From an optimization exercise on the open Yosys and OpenROAD flow, aimed at small area, a short achievable clock period and few clock cycles; shortcuts taken in it are not production practice. Function was checked by simulation only, so behaviour that the tests miss may differ from the original. No activity file was given, so power comes from the tool's default toggle rates.

## design/flow/run.sh

```bash
#!/bin/bash
# synth_recipe.tcl (not shown) runs the flow's synth.tcl, then flattens the netlist and writes it again
# the make line also repeats each setting of config.mk as NAME=value (left out here)
make -C /OpenROAD-flow-scripts/flow DESIGN_CONFIG=/design/flow/config.mk WORK_HOME=/design/flow/orfs CLKGATE_MAP_FILE= SYNTH_SCRIPT=/design/flow/synth_recipe.tcl finish
```

## design/flow/config.mk

```make
export PLATFORM = sky130hd
export DESIGN_NAME = deadlock_avoidance_safety_check_top
export DESIGN_NICKNAME = deadlock_avoidance_safety_check_top
export VERILOG_FILES = /design/flow/design.v
export SDC_FILE = /design/flow/constraint.sdc
export NUM_CORES = 4
export LEC_CHECK = 0
export CAP_MARGIN = 20
export CORE_MARGIN = 2
export CORE_UTILIZATION = 45
export SLEW_MARGIN = 20
```

## design/flow/constraint.sdc

```tcl
create_clock -name core_clock -period 6.5 [get_ports {clk}]
set_input_delay 1.3000 -clock core_clock [delete_from_list [all_inputs] [get_ports {clk}]]
set_output_delay 1.3000 -clock core_clock [all_outputs]
set_load 0.01 [all_outputs]
```

## design/flow/design.v

```verilog
package dasc_pkg;
    localparam int MAX_PROCESSES_DEF = 16;
    localparam int MAX_RESOURCES_DEF = 16;
    localparam int COUNT_WIDTH_DEF   = 8;
    localparam int CFG_W     = 5;
    localparam int CFG_IDX_W = 1;
    localparam logic [CFG_IDX_W-1:0] CFG_NUM_PROCESSES = 1'b0;
    localparam logic [CFG_IDX_W-1:0] CFG_NUM_RESOURCES = 1'b1;
    localparam logic [CFG_W-1:0]     CFG_RESET_COUNT   = 5'd16;
    localparam logic [2:0] CMD_WRITE_ALLOC = 3'd0;
    localparam logic [2:0] CMD_WRITE_CLAIM = 3'd1;
    localparam logic [2:0] CMD_WRITE_AVAIL = 3'd2;
    localparam logic [2:0] CMD_CHECK       = 3'd3;
    localparam logic [2:0] CMD_REQUEST     = 3'd4;
    localparam logic [1:0] ST_SAFE       = 2'd0;
    localparam logic [1:0] ST_UNSAFE     = 2'd1;
    localparam logic [1:0] ST_OVER_NEED  = 2'd2;
    localparam logic [1:0] ST_OVER_AVAIL = 2'd3;
    typedef enum logic [2:0] {
        OP_NONE,
        OP_CLEAR,
        OP_INIT,
        OP_TEST,
        OP_ADD,
        OP_JUDGE,
        OP_GRANT
    } dp_op_t;
    typedef enum logic [1:0] {
        SEL_SEQ,
        SEL_UNSAFE,
        SEL_NEED,
        SEL_AVAIL
    } out_sel_t;
    typedef struct packed {
        dp_op_t   op;
        logic     clr_j;
        logic     check_start;
        logic     sweep_start;
        logic     next_proc;
        logic     proc_done;
        logic     emit_start;
        logic     emit_next;
        logic     load_out;
        out_sel_t out_sel;
    } dp_cmd_t;
    typedef struct packed {
        logic       j_done;
        logic       clr_done;
        logic       fail;
        logic       flag_need;
        logic       flag_avail;
        logic       i_at_end;
        logic       cur_finished;
        logic       progress;
        logic       count_full;
        logic       k_last;
        logic [2:0] in_command;
        logic       in_last;
        logic       in_row_ok;
    } dp_stat_t;
endpackage
module dasc_ram #(
    parameter int WIDTH = 8,
    parameter int DEPTH = 16,
    parameter int AW    = (DEPTH > 1) ? $clog2(DEPTH) : 1
) (
    input  logic             clk,
    input  logic             we,
    input  logic [AW-1:0]    waddr,
    input  logic [WIDTH-1:0] wdata,
    input  logic [AW-1:0]    raddr,
    output logic [WIDTH-1:0] rdata
);
    logic [WIDTH-1:0] mem [DEPTH];
    always_ff @(posedge clk)
    begin
        if (we)
        begin
            mem[waddr] <= wdata;
        end
        rdata <= mem[raddr];
    end
endmodule
module dasc_ctrl (
    input  logic     clk,
    input  logic     rst_n,
    input  logic     in_valid,
    output logic     in_ready,
    output logic     out_valid,
    input  logic     out_ready,
    input  dasc_pkg::dp_stat_t stat,
    output dasc_pkg::dp_cmd_t  cmd
);
    typedef enum logic [3:0] {
        S_CLEAR,
        S_IDLE,
        S_INIT,
        S_PROC,
        S_TEST,
        S_ADD,
        S_RESULT,
        S_EMIT_RD,
        S_EMIT_LD,
        S_OUT,
        S_JUDGE,
        S_GRANT
    } state_t;
    state_t   state_reg, state_next;
    logic     out_valid_reg, out_valid_next;
    dasc_pkg::out_sel_t sel_reg, sel_next;
    logic     in_fire;
    logic     out_free;
    assign in_ready  = (state_reg == S_IDLE);
    assign out_valid = out_valid_reg;
    assign in_fire   = in_valid && (state_reg == S_IDLE);
    assign out_free  = !out_valid_reg || out_ready;
    always_comb
    begin
        state_next     = state_reg;
        sel_next       = sel_reg;
        out_valid_next = out_valid_reg && !out_ready;
        cmd            = '0;
        cmd.op         = dasc_pkg::OP_NONE;
        cmd.out_sel    = dasc_pkg::SEL_SEQ;
        unique case (state_reg)
            S_CLEAR:
            begin
                cmd.op = dasc_pkg::OP_CLEAR;
                if (stat.clr_done)
                begin
                    state_next = S_IDLE;
                end
            end
            S_IDLE:
            begin
                if (in_fire)
                begin
                    if (stat.in_command == dasc_pkg::CMD_CHECK)
                    begin
                        cmd.check_start = 1'b1;
                        state_next      = S_INIT;
                    end
                    else if (stat.in_command == dasc_pkg::CMD_REQUEST && stat.in_last)
                    begin
                        if (!stat.in_row_ok)
                        begin
                            sel_next   = dasc_pkg::SEL_NEED;
                            state_next = S_OUT;
                        end
                        else
                        begin
                            state_next = S_JUDGE;
                        end
                    end
                end
            end
            S_INIT:
            begin
                cmd.op = dasc_pkg::OP_INIT;
                if (stat.j_done)
                begin
                    cmd.clr_j       = 1'b1;
                    cmd.sweep_start = 1'b1;
                    state_next      = S_PROC;
                end
            end
            S_PROC:
            begin
                if (stat.i_at_end)
                begin
                    if (stat.progress)
                    begin
                        cmd.sweep_start = 1'b1;
                    end
                    else
                    begin
                        state_next = S_RESULT;
                    end
                end
                else if (stat.cur_finished)
                begin
                    cmd.next_proc = 1'b1;
                end
                else
                begin
                    state_next = S_TEST;
                end
            end
            S_TEST:
            begin
                cmd.op = dasc_pkg::OP_TEST;
                if (stat.j_done)
                begin
                    cmd.clr_j = 1'b1;
                    if (stat.fail)
                    begin
                        cmd.next_proc = 1'b1;
                        state_next    = S_PROC;
                    end
                    else
                    begin
                        state_next = S_ADD;
                    end
                end
            end
            S_ADD:
            begin
                cmd.op = dasc_pkg::OP_ADD;
                if (stat.j_done)
                begin
                    cmd.clr_j     = 1'b1;
                    cmd.proc_done = 1'b1;
                    state_next    = S_PROC;
                end
            end
            S_RESULT:
            begin
                if (stat.count_full)
                begin
                    cmd.emit_start = 1'b1;
                    state_next     = S_EMIT_RD;
                end
                else
                begin
                    sel_next   = dasc_pkg::SEL_UNSAFE;
                    state_next = S_OUT;
                end
            end
            S_EMIT_RD:
            begin
                state_next = S_EMIT_LD;
            end
            S_EMIT_LD:
            begin
                if (out_free)
                begin
                    cmd.load_out   = 1'b1;
                    cmd.out_sel    = dasc_pkg::SEL_SEQ;
                    cmd.emit_next  = 1'b1;
                    out_valid_next = 1'b1;
                    state_next     = stat.k_last ? S_IDLE : S_EMIT_RD;
                end
            end
            S_OUT:
            begin
                if (out_free)
                begin
                    cmd.load_out   = 1'b1;
                    cmd.out_sel    = sel_reg;
                    out_valid_next = 1'b1;
                    state_next     = S_IDLE;
                end
            end
            S_JUDGE:
            begin
                cmd.op = dasc_pkg::OP_JUDGE;
                if (stat.j_done)
                begin
                    cmd.clr_j = 1'b1;
                    if (stat.flag_need)
                    begin
                        sel_next   = dasc_pkg::SEL_NEED;
                        state_next = S_OUT;
                    end
                    else if (stat.flag_avail)
                    begin
                        sel_next   = dasc_pkg::SEL_AVAIL;
                        state_next = S_OUT;
                    end
                    else
                    begin
                        state_next = S_GRANT;
                    end
                end
            end
            S_GRANT:
            begin
                cmd.op = dasc_pkg::OP_GRANT;
                if (stat.j_done)
                begin
                    cmd.clr_j       = 1'b1;
                    cmd.check_start = 1'b1;
                    state_next      = S_INIT;
                end
            end
            default:
            begin
                state_next = S_IDLE;
            end
        endcase
    end
    always_ff @(posedge clk or negedge rst_n)
    begin
        if (!rst_n)
        begin
            state_reg     <= S_CLEAR;
            out_valid_reg <= 1'b0;
            sel_reg       <= dasc_pkg::SEL_SEQ;
        end
        else
        begin
            state_reg     <= state_next;
            out_valid_reg <= out_valid_next;
            sel_reg       <= sel_next;
        end
    end
endmodule
module dasc_dpath #(
    parameter int MAX_PROCESSES = dasc_pkg::MAX_PROCESSES_DEF,
    parameter int MAX_RESOURCES = dasc_pkg::MAX_RESOURCES_DEF,
    parameter int COUNT_WIDTH   = dasc_pkg::COUNT_WIDTH_DEF
) (
    input  logic                 clk,
    input  logic                 rst_n,
    input  logic                 cfg_we,
    input  logic [dasc_pkg::CFG_IDX_W-1:0] cfg_index,
    input  logic [dasc_pkg::CFG_W-1:0]     cfg_data,
    input  logic                 in_fire,
    input  logic [2:0]           command,
    input  logic [3:0]           process_index,
    input  logic [3:0]           resource_index,
    input  logic [7:0]           amount,
    input  logic                 request_last,
    input  dasc_pkg::dp_cmd_t              cmd,
    output dasc_pkg::dp_stat_t             stat,
    output logic [1:0]           status,
    output logic [3:0]           sequence_process,
    output logic                 result_last
);
    localparam int P   = MAX_PROCESSES;
    localparam int R   = MAX_RESOURCES;
    localparam int W   = COUNT_WIDTH;
    localparam int PW  = $clog2(P);
    localparam int RW  = (R > 1) ? $clog2(R) : 1;
    localparam int CW  = $clog2(P + 1);
    localparam int RCW = $clog2(R + 1);
    localparam int TD  = P * (2 ** RW);
    localparam int TAW = PW + RW;
    localparam int WKW = W + $clog2(P + 1);
    logic [dasc_pkg::CFG_W-1:0] np_cfg_reg, nr_cfg_reg;
    logic [CW-1:0]    np;
    logic [RCW-1:0]   nr;
    logic [RCW-1:0] j_reg, j_next;
    logic           d_valid_reg;
    logic [RW-1:0]  d_j_reg;
    logic [TAW-1:0] clr_reg;
    logic [CW-1:0]  i_reg, count_reg, k_reg;
    logic           progress_reg, fail_reg, need_reg, avail_reg;
    logic [P-1:0]   finished_reg;
    logic [PW-1:0]  req_row_reg;
    logic [1:0]     status_reg;
    logic [3:0]     seq_reg;
    logic           last_reg;
    logic [31:0]    in_p_wide, in_r_wide, amt_wide;
    logic [PW-1:0]  in_p;
    logic [RW-1:0]  in_r;
    logic [W-1:0]   amt;
    logic           row_ok, col_ok;
    logic           active, issue, first;
    logic [RW-1:0]  j_idx;
    logic [PW-1:0]  row;
    logic [W-1:0]   alloc_q, claim_q, avail_q, req_q, need_q;
    logic [WKW-1:0] work_q;
    logic [PW-1:0]  order_q;
    logic [PW+3:0]  order_ext;
    logic           alloc_we, claim_we, avail_we, work_we, req_we;
    logic [TAW-1:0] alloc_waddr, claim_waddr;
    logic [W-1:0]   alloc_wdata, claim_wdata, avail_wdata;
    logic [RW-1:0]  avail_waddr;
    logic [WKW-1:0] work_wdata;
    logic [RW-1:0]  req_waddr;
    logic [W-1:0]   req_wdata;
    logic           test_fail, judge_need, judge_avail;
    logic           fail_base, need_base, avail_base;
    logic           k_last;
    always_comb
    begin
        if (np_cfg_reg == '0)
            np = CW'(1);
        else if (int'(np_cfg_reg) > P)
            np = CW'(P);
        else
            np = CW'(np_cfg_reg);
        if (nr_cfg_reg == '0)
            nr = RCW'(1);
        else if (int'(nr_cfg_reg) > R)
            nr = RCW'(R);
        else
            nr = RCW'(nr_cfg_reg);
    end
    assign in_p_wide = 32'(process_index);
    assign in_r_wide = 32'(resource_index);
    assign amt_wide  = 32'(amount);
    assign in_p      = in_p_wide[PW-1:0];
    assign in_r      = in_r_wide[RW-1:0];
    assign amt       = amt_wide[W-1:0];
    assign row_ok    = int'(process_index) < P;
    assign col_ok    = int'(resource_index) < R;
    assign active = (cmd.op == dasc_pkg::OP_INIT) || (cmd.op == dasc_pkg::OP_TEST) || (cmd.op == dasc_pkg::OP_ADD)
                 || (cmd.op == dasc_pkg::OP_JUDGE) || (cmd.op == dasc_pkg::OP_GRANT);
    assign issue  = active && (j_reg < nr);
    assign first  = active && (j_reg == '0);
    assign j_idx  = j_reg[RW-1:0];
    assign row    = ((cmd.op == dasc_pkg::OP_JUDGE) || (cmd.op == dasc_pkg::OP_GRANT)) ? req_row_reg
                                                                  : i_reg[PW-1:0];
    assign need_q = (claim_q > alloc_q) ? (claim_q - alloc_q) : '0;
    assign test_fail   = d_valid_reg && (cmd.op == dasc_pkg::OP_TEST)
                      && ({{(WKW-W){1'b0}}, need_q} > work_q);
    assign judge_need  = d_valid_reg && (cmd.op == dasc_pkg::OP_JUDGE) && (req_q > need_q);
    assign judge_avail = d_valid_reg && (cmd.op == dasc_pkg::OP_JUDGE) && (req_q > avail_q);
    assign fail_base  = first ? 1'b0 : fail_reg;
    assign need_base  = first ? 1'b0 : need_reg;
    assign avail_base = first ? 1'b0 : avail_reg;
    assign k_last = (CW'(k_reg + 1'b1) == count_reg);
    always_comb
    begin
        j_next = j_reg;
        if (cmd.clr_j)
            j_next = '0;
        else if (issue)
            j_next = RCW'(j_reg + 1'b1);
    end
    always_comb
    begin
        alloc_we    = 1'b0;
        alloc_waddr = {in_p, in_r};
        alloc_wdata = amt;
        claim_we    = 1'b0;
        claim_waddr = {in_p, in_r};
        claim_wdata = amt;
        avail_we    = 1'b0;
        avail_waddr = in_r;
        avail_wdata = amt;
        if (cmd.op == dasc_pkg::OP_CLEAR)
        begin
            alloc_we    = 1'b1;
            alloc_waddr = clr_reg;
            alloc_wdata = '0;
            claim_we    = 1'b1;
            claim_waddr = clr_reg;
            claim_wdata = '0;
            avail_we    = int'(clr_reg) < R;
            avail_waddr = clr_reg[RW-1:0];
            avail_wdata = '0;
        end
        else if (d_valid_reg && (cmd.op == dasc_pkg::OP_GRANT))
        begin
            alloc_we    = 1'b1;
            alloc_waddr = {req_row_reg, d_j_reg};
            alloc_wdata = alloc_q + req_q;
            avail_we    = 1'b1;
            avail_waddr = d_j_reg;
            avail_wdata = avail_q - req_q;
        end
        else if (in_fire)
        begin
            alloc_we = (command == dasc_pkg::CMD_WRITE_ALLOC) && row_ok && col_ok;
            claim_we = (command == dasc_pkg::CMD_WRITE_CLAIM) && row_ok && col_ok;
            avail_we = (command == dasc_pkg::CMD_WRITE_AVAIL) && col_ok;
        end
    end
    assign work_we    = d_valid_reg && ((cmd.op == dasc_pkg::OP_INIT) || (cmd.op == dasc_pkg::OP_ADD));
    assign work_wdata = (cmd.op == dasc_pkg::OP_INIT) ? {{(WKW-W){1'b0}}, avail_q}
                                            : work_q + {{(WKW-W){1'b0}}, alloc_q};
    assign req_we     = (cmd.op == dasc_pkg::OP_CLEAR) ? (int'(clr_reg) < R)
                                             : (in_fire && (command == dasc_pkg::CMD_REQUEST) && col_ok);
    assign req_waddr  = (cmd.op == dasc_pkg::OP_CLEAR) ? clr_reg[RW-1:0] : in_r;
    assign req_wdata  = (cmd.op == dasc_pkg::OP_CLEAR) ? '0 : amt;
    dasc_ram #(.WIDTH(W), .DEPTH(TD)) u_alloc (
        .clk   (clk),
        .we    (alloc_we),
        .waddr (alloc_waddr),
        .wdata (alloc_wdata),
        .raddr ({row, j_idx}),
        .rdata (alloc_q)
    );
    dasc_ram #(.WIDTH(W), .DEPTH(TD)) u_claim (
        .clk   (clk),
        .we    (claim_we),
        .waddr (claim_waddr),
        .wdata (claim_wdata),
        .raddr ({row, j_idx}),
        .rdata (claim_q)
    );
    dasc_ram #(.WIDTH(W), .DEPTH(R)) u_avail (
        .clk   (clk),
        .we    (avail_we),
        .waddr (avail_waddr),
        .wdata (avail_wdata),
        .raddr (j_idx),
        .rdata (avail_q)
    );
    dasc_ram #(.WIDTH(WKW), .DEPTH(R)) u_work (
        .clk   (clk),
        .we    (work_we),
        .waddr (d_j_reg),
        .wdata (work_wdata),
        .raddr (j_idx),
        .rdata (work_q)
    );
    dasc_ram #(.WIDTH(W), .DEPTH(R)) u_reqbuf (
        .clk   (clk),
        .we    (req_we),
        .waddr (req_waddr),
        .wdata (req_wdata),
        .raddr (j_idx),
        .rdata (req_q)
    );
    dasc_ram #(.WIDTH(PW), .DEPTH(P)) u_order (
        .clk   (clk),
        .we    (cmd.proc_done),
        .waddr (count_reg[PW-1:0]),
        .wdata (i_reg[PW-1:0]),
        .raddr (k_reg[PW-1:0]),
        .rdata (order_q)
    );
    assign order_ext = {4'b0000, order_q};
    always_ff @(posedge clk or negedge rst_n)
    begin
        if (!rst_n)
        begin
            np_cfg_reg   <= dasc_pkg::CFG_RESET_COUNT;
            nr_cfg_reg   <= dasc_pkg::CFG_RESET_COUNT;
            j_reg        <= '0;
            d_valid_reg  <= 1'b0;
            clr_reg      <= '0;
            i_reg        <= '0;
            count_reg    <= '0;
            k_reg        <= '0;
            progress_reg <= 1'b0;
            fail_reg     <= 1'b0;
            need_reg     <= 1'b0;
            avail_reg    <= 1'b0;
            finished_reg <= '0;
        end
        else
        begin
            if (cfg_we && (cfg_index == dasc_pkg::CFG_NUM_PROCESSES))
                np_cfg_reg <= cfg_data;
            if (cfg_we && (cfg_index == dasc_pkg::CFG_NUM_RESOURCES))
                nr_cfg_reg <= cfg_data;
            j_reg       <= j_next;
            d_valid_reg <= issue;
            if (cmd.op == dasc_pkg::OP_CLEAR)
                clr_reg <= TAW'(clr_reg + 1'b1);
            fail_reg  <= fail_base | test_fail;
            need_reg  <= need_base | judge_need;
            avail_reg <= avail_base | judge_avail;
            if (cmd.sweep_start)
                i_reg <= '0;
            else if (cmd.next_proc || cmd.proc_done)
                i_reg <= CW'(i_reg + 1'b1);
            if (cmd.sweep_start)
                progress_reg <= 1'b0;
            else if (cmd.proc_done)
                progress_reg <= 1'b1;
            if (cmd.check_start)
            begin
                count_reg    <= '0;
                finished_reg <= '0;
            end
            else if (cmd.proc_done)
            begin
                count_reg                   <= CW'(count_reg + 1'b1);
                finished_reg[i_reg[PW-1:0]] <= 1'b1;
            end
            if (cmd.emit_start)
                k_reg <= '0;
            else if (cmd.emit_next)
                k_reg <= CW'(k_reg + 1'b1);
        end
    end
    always_ff @(posedge clk)
    begin
        d_j_reg <= j_idx;
        if (in_fire && (command == dasc_pkg::CMD_REQUEST) && request_last)
            req_row_reg <= in_p;
        if (cmd.load_out)
        begin
            case (cmd.out_sel)
                dasc_pkg::SEL_SEQ:    status_reg <= dasc_pkg::ST_SAFE;
                dasc_pkg::SEL_UNSAFE: status_reg <= dasc_pkg::ST_UNSAFE;
                dasc_pkg::SEL_NEED:   status_reg <= dasc_pkg::ST_OVER_NEED;
                default:    status_reg <= dasc_pkg::ST_OVER_AVAIL;
            endcase
            seq_reg  <= (cmd.out_sel == dasc_pkg::SEL_SEQ) ? order_ext[3:0] : 4'd0;
            last_reg <= (cmd.out_sel == dasc_pkg::SEL_SEQ) ? k_last : 1'b1;
        end
    end
    assign status           = status_reg;
    assign sequence_process  = seq_reg;
    assign result_last       = last_reg;
    always_comb
    begin
        stat              = '0;
        stat.j_done       = active && (j_reg == nr);
        stat.clr_done     = (cmd.op == dasc_pkg::OP_CLEAR) && (clr_reg == TAW'(TD - 1));
        stat.fail         = fail_base | test_fail;
        stat.flag_need    = need_base | judge_need;
        stat.flag_avail   = avail_base | judge_avail;
        stat.i_at_end     = (i_reg == np);
        stat.cur_finished = finished_reg[i_reg[PW-1:0]];
        stat.progress     = progress_reg;
        stat.count_full   = (count_reg == np);
        stat.k_last       = k_last;
        stat.in_command   = command;
        stat.in_last      = request_last;
        stat.in_row_ok    = row_ok;
    end
endmodule
module deadlock_avoidance_safety_check_top #(
    parameter int MAX_PROCESSES = dasc_pkg::MAX_PROCESSES_DEF,
    parameter int MAX_RESOURCES = dasc_pkg::MAX_RESOURCES_DEF,
    parameter int COUNT_WIDTH   = dasc_pkg::COUNT_WIDTH_DEF
) (
    input  logic                 clk,
    input  logic                 rst_n,
    input  logic                 cfg_we,
    input  logic [dasc_pkg::CFG_IDX_W-1:0] cfg_index,
    input  logic [dasc_pkg::CFG_W-1:0]     cfg_data,
    input  logic                 item_valid,
    output logic                 item_ready,
    input  logic [2:0]           item_command,
    input  logic [3:0]           item_process_index,
    input  logic [3:0]           item_resource_index,
    input  logic [7:0]           item_amount,
    input  logic                 item_request_last,
    output logic                 result_valid,
    input  logic                 result_ready,
    output logic [1:0]           result_status,
    output logic [3:0]           result_sequence_process,
    output logic                 result_last
);
    dasc_pkg::dp_cmd_t  cmd;
    dasc_pkg::dp_stat_t stat;
    logic     in_fire;
    assign in_fire = item_valid && item_ready;
    dasc_ctrl u_ctrl (
        .clk       (clk),
        .rst_n     (rst_n),
        .in_valid  (item_valid),
        .in_ready  (item_ready),
        .out_valid (result_valid),
        .out_ready (result_ready),
        .stat      (stat),
        .cmd       (cmd)
    );
    dasc_dpath #(
        .MAX_PROCESSES (MAX_PROCESSES),
        .MAX_RESOURCES (MAX_RESOURCES),
        .COUNT_WIDTH   (COUNT_WIDTH)
    ) u_dpath (
        .clk              (clk),
        .rst_n            (rst_n),
        .cfg_we           (cfg_we),
        .cfg_index        (cfg_index),
        .cfg_data         (cfg_data),
        .in_fire          (in_fire),
        .command          (item_command),
        .process_index    (item_process_index),
        .resource_index   (item_resource_index),
        .amount           (item_amount),
        .request_last     (item_request_last),
        .cmd              (cmd),
        .stat             (stat),
        .status           (result_status),
        .sequence_process (result_sequence_process),
        .result_last      (result_last)
    );
endmodule
```

==> implementation parameters <==
Parameter                              Value

Setup path
  Dominant delay contributor by cell family on the critical path ... compound AO/OA/AOI/OAI gates
  Arrival time of data at the critical path endpoint ... roughly 6700 ps
  CP max-delay cell ... sky130_fd_sc_hd__a2111oi_0
  Crit Path Category ... register to register
  Launching element type of the critical path ... register
  Critical path destination ... u_dpath.i_reg[2]
  Cell depth of the worst setup path ... 20
  Buffers plus inverters on the worst setup path ... 2
  Reg2Reg Depth ... 20
  Setup slack, reg-to-reg ... 710 ps
  FF-to-FF Start ... u_dpath.u_alloc.rdata[2]
  CP peak stage delay ... approximately 1100 ps
  Start point of the critical path ... u_dpath.u_alloc.rdata[2]
  Endpoint of the worst-slack reg-to-reg timing path ... u_dpath.i_reg[2]
  Max Fanout on Critical Path ... 16
  Sequence of cells on the critical path ... inv_1, ha_1, nor2b_1, o21ai_0, a21boi_0, o21ai_0, a21boi_0, o21a_1, o22a_1, and2_1, ha_1, nand4_1, nor2_1, a211oi_1, o22a_1, a2111oi_0, buf_4, o21ai_0, a21boi_0, mux2i_1
  Required @ worst endpoint ... 7400 ps
  Worst Setup End Kind ... register

CTS
  Setup fix buffers added after clock tree synthesis ... 0
  Number of buffers created by CTS ... 464
  Clock input transition at the sequential cells of the worst setup and hold paths ... approximately 60 ps
  CTS tree ... done
  Root buf cell ... sky130_fd_sc_hd__clkbuf_16
  Num Clock Sinks ... about 4800
  Number of buffers added to fix hold violations after cts ... 0
  H-tree depth reported by CTS ... 5
  Max Buffers Root-to-Sink ... 4
  Clock Latency Late Sink ... 1010 ps
  Post-cts sizing count ... 0

Floorplanning
  Width of the die ... 649 um
  Die Area ... 421000 um2
  Top-Level Pins ... 40
  Placeable core region ... 414000 um2
  Initial cell density of the core ... between 40% and 50%
  Count of standard-cell rows ... 236
  Die extent in y ... approximately 650 um

Timing
  Largest clock skew in the final design ... 55.4 ps
  Achievable clock frequency ... 173 MHz
  Period minus WS final ... about 5800 ps
  RSZ-0062 raised after global routing ... no
  Period Utilization, post-route ... 89.0%
  Final total negative setup slack ... 0 ps
  Hold violation total from the final report ... 0
  Worst rel slew slack ... roughly an eighth
  Max-slew violations ... 0
  Setup violations, final ... 0
  Transition time at the pin with the least slew margin ... 1280 ps
  Slack of the critical path ... 712 ps

Synth
  Commonest register cell after synthesis ... sky130_fd_sc_hd__edfxtp_1
  Post-synthesis net count ... slightly below 9000
  Count of different cell masters after synthesis ... 84
  Summed instance area of the synthesized netlist ... 187000 um2
  Portion of the post-synthesis area used by sequential elements ... 75.9%
  Yosys warning count ... 6
  Post-synthesis register bit count ... 4754
  Proportion of register bits with asynchronous set or reset after synthesis ... between 1 and 1.5%
  Count of flip-flops with a built-in enable after synthesis ... between 4000 and 5000
  Mean post-synth cell area ... 21.6 um2
  Number of instances in the synthesized netlist ... roughly 8700

Pwr
  Leakage Power ... 0.0565 uW
  Total power consumption of the routed design ... 59900 uW
  Maximum resistive drop on vdd ... 259 uV
  Ratio of total power to cell area ... 285 nW/um2

Route
  Number of vias in the routed layout ... 91400
  Routed wire length ... 493 mm
  Final ANT Viol Nets ... 0
  Post-detailed-route via-to-cell ratio ... approximately 6.2
  First DRT Iteration DRCs ... 11700
  Drc violations ... 0
  Average wire length per cell after detail routing ... between 30 and 40 um
  Detailed Routing Iterations Pass 1 ... 5

Layout
  Leading cell type in the layout, fill and taps excluded ... sky130_fd_sc_hd__edfxtp_1
  Signed area change from the synthesized netlist to the final layout ... 12.2%
  Leading cell types in the layout, fill and taps excluded ... sky130_fd_sc_hd__edfxtp_1, sky130_fd_sc_hd__mux4_2, sky130_fd_sc_hd__nor2_1
  Non-filler cells in the finished layout ... 14800
  Fin nets ... 9056
  Registers with the highest flip-flop counts ... u_dpath.u_alloc.mem: 2048 flops, u_dpath.u_claim.mem: 2048 flops, u_dpath.u_work.mem: 208 flops
  Ratio of cells with drive above 1 in the final layout ... 26.2%
  Total area of multi-input combinational cells ... 42600 um2
  Cell area after layout ... 210000 um2
  Storage element area ... 142000 um2
  Number of filler instances in the final layout ... 32100

Global routing
  Overall fraction of global-route tracks in use ... 23.1%
  Met1 track demand over resource ... 33.3%
  First-pass GRT wire length ... roughly 700 mm
  Number of antenna violations at the first check in global routing ... 31
  Maximum number of pins on one net before global-route repair ... 191
  Number of global-route vias before repair ... 91000
  Most utilized layer in the global route result ... met2
  Met3 usage in global routing ... 4.40%
  Overflow after GRT ... 0
  Met2 layer usage reported by global route ... a little over a third

Placed design
  Post-DP HPWL ... 296 mm
  Weighted congestion at the end of routability-driven global placement ... 0.881
  Inst Count DP ... around 14000
  Total of buffers placed on input and output ports ... 39
  Total cell area at the placement stage ... 195000 um2
  Post-placement worst setup slack ... 857 ps

Status
  Outcome ... no timing/DRC/antenna violations

Run
  Maximum capacitance violations ... 0

Worst hold path
  Class of the tightest hold or removal check ... register to register
[worst register-to-register path: stages, from the launching register on]
cell and delay, ps:
sky130_fd_sc_hd__dfxtp_1 730, sky130_fd_sc_hd__inv_1 120, sky130_fd_sc_hd__ha_1 350, sky130_fd_sc_hd__nor2b_1 150, sky130_fd_sc_hd__o21ai_0 240, sky130_fd_sc_hd__a21boi_0 170, sky130_fd_sc_hd__o21ai_0 240, sky130_fd_sc_hd__a21boi_0 160
sky130_fd_sc_hd__o21a_1 190, sky130_fd_sc_hd__o22a_1 350, sky130_fd_sc_hd__and2_1 220, sky130_fd_sc_hd__ha_1 300, sky130_fd_sc_hd__nand4_1 130, sky130_fd_sc_hd__nor2_1 130, sky130_fd_sc_hd__a211oi_1 70, sky130_fd_sc_hd__o22a_1 160
sky130_fd_sc_hd__a2111oi_0 1060, sky130_fd_sc_hd__buf_4 270, sky130_fd_sc_hd__o21ai_0 180, sky130_fd_sc_hd__a21boi_0 270, sky130_fd_sc_hd__mux2i_1 200
[how the worst min path moves through the flow]
stage	from	end	depth (start not counted)
4_1_cts	rst_n	u_ctrl.out_valid_reg	2
2_1_floorplan	u_dpath.j_reg[0]	u_dpath.d_j_reg[0]	0
3_3_place_gp	u_dpath.avail_reg	u_dpath.avail_reg	1
5_1_grt	u_dpath.avail_reg	u_dpath.avail_reg	1
3_5_place_dp	u_dpath.avail_reg	u_dpath.avail_reg	1
6_report	u_dpath.avail_reg	u_dpath.avail_reg	1
[cell families after synthesis]
family	synth area share [%]
compound gates	1.60
xor+xnor	0.215
fa+ha+maj	0.478
buf+inv	1.59
flops	75.9
mux	17.3
simple gates	2.94
[stage by stage]
step | utilization [%] | hold WS (ps)
2_1_floorplan | - | 394
4_1_cts | 50.7 | 476
3_3_place_gp | 47.1 | 455
3_5_place_dp | 47.1 | 463
5_1_grt | 50.7 | 514
6_report | 50.7 | 478
[power breakdown]
group / switching (uW) / internal, uW
Combinational: 47.7 / 41.0
Clock: 11500 / 15200
Sequential: 10.7 / 33100
Total: 11500 / 48300
[layer usage]
metal  part of all wire, %  up-vias
met5                0.0055        -
met4                   3.0        4
met3                   8.7      743
met2                    47     4590
met1                    41    49400
li1                      -    36700
[cell type report]
type                            count  area share, %
Antenna cell                       20         0.0238
Clock buffer                      584           5.93
Clock inverter                    273           1.23
Inverter                           58          0.104
Multi-Input combinational cell   3371           20.3
Timing Repair Buffer              307           1.51
Sequential cell                  4754           67.6
Tap cell                         5474           3.26
[cell usage after synthesis (7+ instances only)]
cell	instances	share of area, %
sky130_fd_sc_hd__buf_2	128	0.34
sky130_fd_sc_hd__nand2b_1	24	0.080
sky130_fd_sc_hd__a211oi_1	47	0.19
sky130_fd_sc_hd__a21boi_0	10	0.040
sky130_fd_sc_hd__or3_1	12	0.040
sky130_fd_sc_hd__ha_1	65	0.43
sky130_fd_sc_hd__nor2b_1	37	0.12
sky130_fd_sc_hd__and3_1	17	0.057
sky130_fd_sc_hd__xnor2_1	32	0.15
sky130_fd_sc_hd__nor2_1	691	1.4
sky130_fd_sc_hd__buf_4	56	0.22
sky130_fd_sc_hd__nand2_1	306	0.61
sky130_fd_sc_hd__o21a_1	15	0.060
sky130_fd_sc_hd__dfrtp_1	64	0.86
sky130_fd_sc_hd__o211ai_1	15	0.060
sky130_fd_sc_hd__a221oi_1	28	0.13
sky130_fd_sc_hd__and2_1	53	0.18
sky130_fd_sc_hd__a311oi_1	8	0.037
sky130_fd_sc_hd__o21ai_0	94	0.25
sky130_fd_sc_hd__o21ai_1	7	0.019
sky130_fd_sc_hd__nand3b_1	9	0.036
sky130_fd_sc_hd__dfxtp_1	53	0.57
sky130_fd_sc_hd__clkbuf_1	183	0.37
sky130_fd_sc_hd__a21o_1	23	0.092
sky130_fd_sc_hd__buf_6	53	0.32
sky130_fd_sc_hd__mux2_2	33	0.20
sky130_fd_sc_hd__mux2i_1	100	0.54
sky130_fd_sc_hd__o22ai_1	11	0.037
sky130_fd_sc_hd__a22oi_1	12	0.048
sky130_fd_sc_hd__inv_1	58	0.12
sky130_fd_sc_hd__edfxtp_1	4635	74
sky130_fd_sc_hd__o31ai_1	11	0.044
sky130_fd_sc_hd__a21oi_1	100	0.27
sky130_fd_sc_hd__xor2_1	14	0.066
sky130_fd_sc_hd__buf_1	53	0.11
sky130_fd_sc_hd__nor3_1	33	0.088
sky130_fd_sc_hd__nand3_1	67	0.18
sky130_fd_sc_hd__nand4_1	15	0.050
sky130_fd_sc_hd__mux4_2	1369	16
sky130_fd_sc_hd__a31oi_1	21	0.070
Testbench counts, summed over its fixed seeds: cycles 120,036.

[re-timing with driven ports]
The results above use ideal ports. As a check the final layout listed here was re-extracted and re-timed, cells and wires unchanged. Step 1 (the two cells are an assumption about what drives the block):
set clk [get_ports {clk}]
set_driving_cell -lib_cell sky130_fd_sc_hd__clkbuf_16 $clk
set_driving_cell -lib_cell sky130_fd_sc_hd__buf_2 [delete_from_list [all_inputs] $clk]
Step 2 moves the port delays by t, midway between the first and last clock arrival at a register: inputs arrive t later, outputs are due t later. That takes back most of the time a late clock gives input paths. Slacks: ideal ports / drivers / drivers and shift; pairs: ideal ports / drivers.
shift t [ns]: 1.091
slack for setup (ns): 0.712 / 0.712 / 0.712
worst register clock-pin slew, ns: 0.07 / 0.07
pins driven straight from the clock port: 1
After both steps this run still meets setup and hold. The setup slack of this run moves by 0.000 ns with the drivers and by 0.000 ns with both steps.
